This design comes from an exercise in tuning for small area, a short achievable clock period and few clock cycles per item on the open sky130 flow, not from production work. In this exercise RTL edits were held to simulation tests only and were not proved equivalent to the original. Power is estimated from default activity; no workload was simulated.

==> flow/design.v <==
`timescale 1ns/100ps
module compare_matrix
(
    input  logic [16*8-1:0]          keys,
    output logic [16*(16-1)/2-1:0]    lt
);
    function automatic logic key_lt(input logic [8-1:0] a,
                                    input logic [8-1:0] b);
        logic [7:0] l1, g1;
        logic [3:0] l2, g2;
        logic [1:0] l3, g3;
        for (int k = 0; k < 8; k++)
        begin
            l1[k] = ~a[k] & b[k];
            g1[k] = a[k] & ~b[k];
        end
        for (int k = 0; k < 4; k++)
        begin
            l2[k] = l1[2*k+1] | (~g1[2*k+1] & l1[2*k]);
            g2[k] = g1[2*k+1] | (~l1[2*k+1] & g1[2*k]);
        end
        for (int k = 0; k < 2; k++)
        begin
            l3[k] = l2[2*k+1] | (~g2[2*k+1] & l2[2*k]);
            g3[k] = g2[2*k+1] | (~l2[2*k+1] & g2[2*k]);
        end
        key_lt = l3[1] | (~g3[1] & l3[0]);
    endfunction
    for (genvar i = 1; i < 16; i++)
    begin : g_row
        for (genvar j = 0; j < i; j++)
        begin : g_col
            assign lt[i*(i-1)/2 + j] = key_lt(keys[i*8 +: 8],
                                              keys[j*8 +: 8]);
        end
    end
endmodule
`timescale 1ns/100ps
module rank_level1
(
    input  logic [16*(16-1)/2-1:0]    lt,
    output logic [16*5-1:0]                    ones,
    output logic [16*5-1:0]                    twos
);
    function automatic logic [1:0] rank_fa(input logic a, input logic b, input logic c);
        rank_fa = {(a & b) | (a & c) | (b & c), a ^ b ^ c};
    endfunction
    for (genvar i = 0; i < 16; i++)
    begin : g_lane
        logic [14:0] prior;
        for (genvar j = 0; j < 16; j++)
        begin : g_other
            if (j < i)
            begin : g_lower
                assign prior[j] = ~lt[i*(i-1)/2 + j];
            end
            else if (j > i)
            begin : g_upper
                assign prior[j-1] = lt[j*(j-1)/2 + i];
            end
        end
        for (genvar n = 0; n < 5; n++)
        begin : g_fa
            assign {twos[i*5 + n], ones[i*5 + n]} = rank_fa(prior[3*n], prior[3*n+1], prior[3*n+2]);
        end
    end
endmodule
module rank_level23
(
    input  logic [16*5-1:0]                    ones,
    input  logic [16*5-1:0]                    twos,
    output logic [16-1:0]                      bit0,
    output logic [16*3-1:0]                    twos_left,
    output logic [16*2-1:0]                    fours
);
    function automatic logic [1:0] rank_fa(input logic a, input logic b, input logic c);
        rank_fa = {(a & b) | (a & c) | (b & c), a ^ b ^ c};
    endfunction
    for (genvar i = 0; i < 16; i++)
    begin : g_lane
        logic [4:0] o, t;
        logic [1:0] f5, f6, f7, f8;
        assign o = ones[i*5 +: 5];
        assign t = twos[i*5 +: 5];
        assign f5 = rank_fa(o[0], o[1], o[2]);
        assign f7 = rank_fa(t[0], t[1], t[2]);
        assign f6 = rank_fa(f5[0], o[3], o[4]);
        assign f8 = rank_fa(t[3], t[4], f5[1]);
        assign bit0[i]            = f6[0];
        assign twos_left[i*3 +: 3] = {f6[1], f8[0], f7[0]};
        assign fours[i*2 +: 2]     = {f8[1], f7[1]};
    end
endmodule
module rank_digits
(
    input  logic [16-1:0]                      bit0,
    input  logic [16*3-1:0]                    twos_left,
    input  logic [16*2-1:0]                    fours,
    output logic [16*4-1:0]                    lo_hot,
    output logic [16*4-1:0]                    hi_hot
);
    function automatic logic [1:0] rank_fa(input logic a, input logic b, input logic c);
        rank_fa = {(a & b) | (a & c) | (b & c), a ^ b ^ c};
    endfunction
    for (genvar i = 0; i < 16; i++)
    begin : g_lane
        logic [1:0] f9;
        logic [1:0] lo;
        logic [2:0] f;
        assign f9 = rank_fa(twos_left[i*3], twos_left[i*3+1], twos_left[i*3+2]);
        assign lo = {f9[0], bit0[i]};
        assign f  = {f9[1], fours[i*2 +: 2]};
        for (genvar v = 0; v < 4; v++)
        begin : g_val
            assign lo_hot[i*4 + v] = (lo == v);
        end
        assign hi_hot[i*4 + 0] = ~(f[0] | f[1] | f[2]);
        assign hi_hot[i*4 + 1] = (f[0] ^ f[1] ^ f[2]) & ~(f[0] & f[1] & f[2]);
        assign hi_hot[i*4 + 2] = ((f[0] & f[1]) | (f[0] & f[2]) | (f[1] & f[2])) & ~(f[0] & f[1] & f[2]);
        assign hi_hot[i*4 + 3] = f[0] & f[1] & f[2];
    end
endmodule
`timescale 1ns/100ps
module msb_count_a
(
    input  logic [16*8-1:0]      keys,
    output logic [2*3*4-1:0]                        half_counts
);
    function automatic logic [1:0] cnt_fa(input logic a, input logic b, input logic c);
        cnt_fa = {(a & b) | (a & c) | (b & c), a ^ b ^ c};
    endfunction
    function automatic logic [3:0] count8(input logic [7:0] x);
        logic [1:0] f0, f1, f2, f3, f4;
        f0 = cnt_fa(x[0], x[1], x[2]);
        f1 = cnt_fa(x[3], x[4], x[5]);
        f2 = cnt_fa(f0[0], f1[0], x[6]);
        f3 = cnt_fa(f0[1], f1[1], f2[1]);
        f4 = {f2[0] & x[7], f2[0] ^ x[7]};
        count8 = {1'b0, f3[1], f3[0], 1'b0} + {2'b00, f4[1], f4[0]};
    endfunction
    logic [16-1:0] zero7, top00, top11;
    for (genvar l = 0; l < 16; l++)
    begin : g_lane
        logic b7, b6;
        assign b7 = keys[l*8 + 7];
        assign b6 = keys[l*8 + 6];
        assign zero7[l] = ~b7;
        assign top00[l] = ~b7 & ~b6;
        assign top11[l] = b7 & b6;
    end
    assign half_counts[ 3: 0] = count8(zero7[7:0]);
    assign half_counts[ 7: 4] = count8(zero7[15:8]);
    assign half_counts[11: 8] = count8(top00[7:0]);
    assign half_counts[15:12] = count8(top00[15:8]);
    assign half_counts[19:16] = count8(top11[7:0]);
    assign half_counts[23:20] = count8(top11[15:8]);
endmodule
module msb_count_b
(
    input  logic [2*3*4-1:0]                        half_counts,
    output logic [3*5-1:0]                          counts
);
    for (genvar c = 0; c < 3; c++)
    begin : g_count
        assign counts[c*5 +: 5] = {1'b0, half_counts[c*8 +: 4]} + {1'b0, half_counts[c*8+4 +: 4]};
    end
endmodule
module rank_scatter
(
    input  logic [16*6-1:0]                keys_lo,
    input  logic [3*5-1:0]                          counts,
    input  logic [16*4-1:0]                lo_hot,
    input  logic [16*4-1:0]                hi_hot,
    output logic [16*8-1:0]      slot_keys,
    output logic [16*4-1:0]      slot_index
);
    logic [4:0] zeros7, n00, n11;
    assign zeros7 = counts[0 +: 5];
    assign n00    = counts[5 +: 5];
    assign n11    = counts[10 +: 5];
    for (genvar s = 0; s < 16; s++)
    begin : g_slot
        logic [16-1:0] claim;
        logic [5:0]             key_sel;
        logic [4-1:0] idx_sel;
        logic                   b7, b6;
        for (genvar l = 0; l < 16; l++)
        begin : g_lane
            assign claim[l] = hi_hot[l*4 + s/4] & lo_hot[l*4 + s%4];
        end
        always_comb
        begin
            key_sel = '0;
            idx_sel = '0;
            for (int l = 0; l < 16; l++)
            begin
                key_sel = key_sel | ({6{claim[l]}} & keys_lo[l*6 +: 6]);
                idx_sel = idx_sel | ({4{claim[l]}} & l[4-1:0]);
            end
        end
        assign b7 = (5'(s) >= zeros7);
        assign b6 = b7 ? (5'(s) + n11 >= 5'd16) : (5'(s) >= n00);
        assign slot_keys[s*8 +: 8]  = {b7, b6, key_sel};
        assign slot_index[s*4 +: 4] = idx_sel;
    end
endmodule
`timescale 1ns/100ps
module parallel_sort
(
    input  logic                                    clk,
    input  logic                                    rst,
    input  logic                                    in_valid,
    input  logic [16*8-1:0]      in_keys,
    output logic                                    out_valid,
    output logic [16*8-1:0]      out_keys,
    output logic [16*4-1:0]      out_index
);
    localparam int PAIRS = 16*(16-1)/2;
    logic [PAIRS-1:0]                   lt_next;
    logic                               s1_valid;
    logic [2*3*4-1:0]                   half_counts_next;
    logic [16*6-1:0]           s1_keys;
    logic [PAIRS-1:0]                   s1_lt;
    logic [2*3*4-1:0]                   s1_half_counts;
    logic [16*5-1:0]           ones;
    logic [16*5-1:0]           twos;
    logic [16-1:0]             bit0_next;
    logic [16*3-1:0]           twos_left_next;
    logic [16*2-1:0]           fours_next;
    logic                               s2_valid;
    logic [3*5-1:0]                     counts_next;
    logic [16*6-1:0]           s2_keys;
    logic [3*5-1:0]                     s2_counts;
    logic [16-1:0]             s2_bit0;
    logic [16*3-1:0]           s2_twos_left;
    logic [16*2-1:0]           s2_fours;
    logic [16*4-1:0]           lo_hot_next;
    logic [16*4-1:0]           hi_hot_next;
    logic                               s3_valid;
    logic [16*6-1:0]           s3_keys;
    logic [3*5-1:0]                     s3_counts;
    logic [16*4-1:0]           s3_lo_hot;
    logic [16*4-1:0]           s3_hi_hot;
    logic [16*6-1:0]           keys_lo;
    logic [16*8-1:0] slot_keys;
    logic [16*4-1:0] slot_index;
    compare_matrix compare_matrix_inst (
        .keys (in_keys),
        .lt   (lt_next)
    );
    msb_count_a msb_count_a_inst (
        .keys        (in_keys),
        .half_counts (half_counts_next)
    );
    msb_count_b msb_count_b_inst (
        .half_counts (s1_half_counts),
        .counts      (counts_next)
    );
    for (genvar l = 0; l < 16; l++)
    begin : g_keys_lo
        assign keys_lo[l*6 +: 6] = in_keys[l*8 +: 6];
    end
    rank_level1 rank_level1_inst (
        .lt   (s1_lt),
        .ones (ones),
        .twos (twos)
    );
    rank_level23 rank_level23_inst (
        .ones      (ones),
        .twos      (twos),
        .bit0      (bit0_next),
        .twos_left (twos_left_next),
        .fours     (fours_next)
    );
    rank_digits rank_digits_inst (
        .bit0      (s2_bit0),
        .twos_left (s2_twos_left),
        .fours     (s2_fours),
        .lo_hot    (lo_hot_next),
        .hi_hot    (hi_hot_next)
    );
    rank_scatter rank_scatter_inst (
        .keys_lo    (s3_keys),
        .counts     (s3_counts),
        .lo_hot     (s3_lo_hot),
        .hi_hot     (s3_hi_hot),
        .slot_keys  (slot_keys),
        .slot_index (slot_index)
    );
    always_ff @(posedge clk)
    begin
        if (rst)
        begin
            s1_valid  <= 1'b0;
            s2_valid  <= 1'b0;
            s3_valid  <= 1'b0;
            out_valid <= 1'b0;
        end
        else
        begin
            s1_valid  <= in_valid;
            s2_valid  <= s1_valid;
            s3_valid  <= s2_valid;
            out_valid <= s3_valid;
        end
    end
    always_ff @(posedge clk)
    begin
        s1_keys      <= keys_lo;
        s1_lt        <= lt_next;
        s1_half_counts <= half_counts_next;
        s2_keys      <= s1_keys;
        s2_counts    <= counts_next;
        s2_bit0      <= bit0_next;
        s2_twos_left <= twos_left_next;
        s2_fours     <= fours_next;
        s3_keys      <= s2_keys;
        s3_counts    <= s2_counts;
        s3_lo_hot    <= lo_hot_next;
        s3_hi_hot    <= hi_hot_next;
        out_keys     <= slot_keys;
        out_index    <= slot_index;
    end
endmodule
Settings: LEC_CHECK=0, CAP_MARGIN=20, CORE_MARGIN=2, CORE_UTILIZATION=34, CTS_CLUSTER_DIAMETER=100, CTS_CLUSTER_SIZE=30, PLACE_DENSITY=0.5, SETUP_SLACK_MARGIN=2.6, SLEW_MARGIN=20; clock period 5.0 ns.
standard.sh (not shown) runs the stock make flow with config.mk's settings and CLKGATE_MAP_FILE= SYNTH_SCRIPT=/design/flow/synth_recipe.tcl, a recipe that flattens the netlist after the stock synthesis.
==> flow/flow/run.sh <==
#!/bin/bash
# The standard layout (standard.sh: the standard flow's synthesis, floorplan, placement,
# CTS, routing and finish), with one change: the port buffers that placement
# inserts on every input and output are plain buffers (buf_2) rather than the
# delay-buffer cell buffer_ports picks by default, so the resizer can size them
# for speed. The make output goes to flow.log in this folder; ORFS writes each
# step's own log under orfs/logs/.
set -euo pipefail
export BUFFER_PORTS_ARGS="-buffer_cell sky130_fd_sc_hd__buf_2"
bash standard.sh finish > flow.log 2>&1
Testbench counts at the start, summed over its fixed seeds: cycles 8,032, sets 8,000.
Next try:
--- a/flow/design.v
+++ b/flow/design.v
@@ -216,9 +216,12 @@
     output logic [16*4-1:0]      out_index
 );
     localparam int PAIRS = 16*(16-1)/2;
+    logic                               s0_valid;
+    logic [16*8-1:0] s0_keys;
     logic [PAIRS-1:0]                   lt_next;
     logic                               s1_valid;
     logic [2*3*4-1:0]                   half_counts_next;
+    logic [16*6-1:0]           s0_keys_lo;
     logic [16*6-1:0]           s1_keys;
     logic [PAIRS-1:0]                   s1_lt;
     logic [2*3*4-1:0]                   s1_half_counts;
@@ -241,15 +244,14 @@
     logic [3*5-1:0]                     s3_counts;
     logic [16*4-1:0]           s3_lo_hot;
     logic [16*4-1:0]           s3_hi_hot;
-    logic [16*6-1:0]           keys_lo;
     logic [16*8-1:0] slot_keys;
     logic [16*4-1:0] slot_index;
     compare_matrix compare_matrix_inst (
-        .keys (in_keys),
+        .keys (s0_keys),
         .lt   (lt_next)
     );
     msb_count_a msb_count_a_inst (
-        .keys        (in_keys),
+        .keys        (s0_keys),
         .half_counts (half_counts_next)
     );
     msb_count_b msb_count_b_inst (
@@ -258,7 +260,7 @@
     );
     for (genvar l = 0; l < 16; l++)
     begin : g_keys_lo
-        assign keys_lo[l*6 +: 6] = in_keys[l*8 +: 6];
+        assign s0_keys_lo[l*6 +: 6] = s0_keys[l*8 +: 6];
     end
     rank_level1 rank_level1_inst (
         .lt   (s1_lt),
@@ -291,6 +293,7 @@
     begin
         if (rst)
         begin
+            s0_valid  <= 1'b0;
             s1_valid  <= 1'b0;
             s2_valid  <= 1'b0;
             s3_valid  <= 1'b0;
@@ -298,7 +301,8 @@
         end
         else
         begin
-            s1_valid  <= in_valid;
+            s0_valid  <= in_valid;
+            s1_valid  <= s0_valid;
             s2_valid  <= s1_valid;
             s3_valid  <= s2_valid;
             out_valid <= s3_valid;
@@ -306,7 +310,8 @@
     end
     always_ff @(posedge clk)
     begin
-        s1_keys      <= keys_lo;
+        s0_keys      <= in_keys;
+        s1_keys      <= s0_keys_lo;
         s1_lt        <= lt_next;
         s1_half_counts <= half_counts_next;
         s2_keys      <= s1_keys;
After rerunning: Clock skew rose by 16 ps; flip-flop and latch count rose by 129; total power rose by a few percent; final area rose by a few percent; routed wire length is about the same; hold slack barely changes; clock-buffer cell count rose by 2; setup slack gets worse by 58 ps; synthesized area rose by a few percent; combinational power is about the same; global-route usage fell by 1.8 points; synthesized cell count rose slightly.
Testbench counts after the change, summed over its fixed seeds: cycles 8,040, sets 8,000.

## port drivers added, routing unchanged
The flow's constraints put no driver on any port. The routed layouts listed below were extracted and timed again, unchanged, in two steps.
Step 1 sets driving cells, clkbuf_16 on the clock port and buf_2 on the other inputs (assumed; they add their load-dependent delay and slew).
Step 2, shift: input delay + t, output delay - t, t = (earliest + latest rising clock arrival at the registers) / 2. This alone moves slack from input paths to output paths.
a / b / c = ideal ports / drivers / drivers and shift; a / b = the first two.
run	t, ns	setup WS [ns]	hold slack, ns	worst setup path at the end	slew at the worst register clock pin (ns)
the first run	0.783	2.387 / 2.413 / 1.630	0.324 / 0.324 / 0.324	input to register	0.12 / 0.12
the second run	0.799	2.330 / 2.330 / 2.330	0.324 / 0.269 / 0.324	register to register	0.12 / 0.12
After both steps every run listed still meets setup and hold. The setup slack of the first run, which loses most, moves by +0.026 ns with the drivers and by -0.757 ns with both steps.
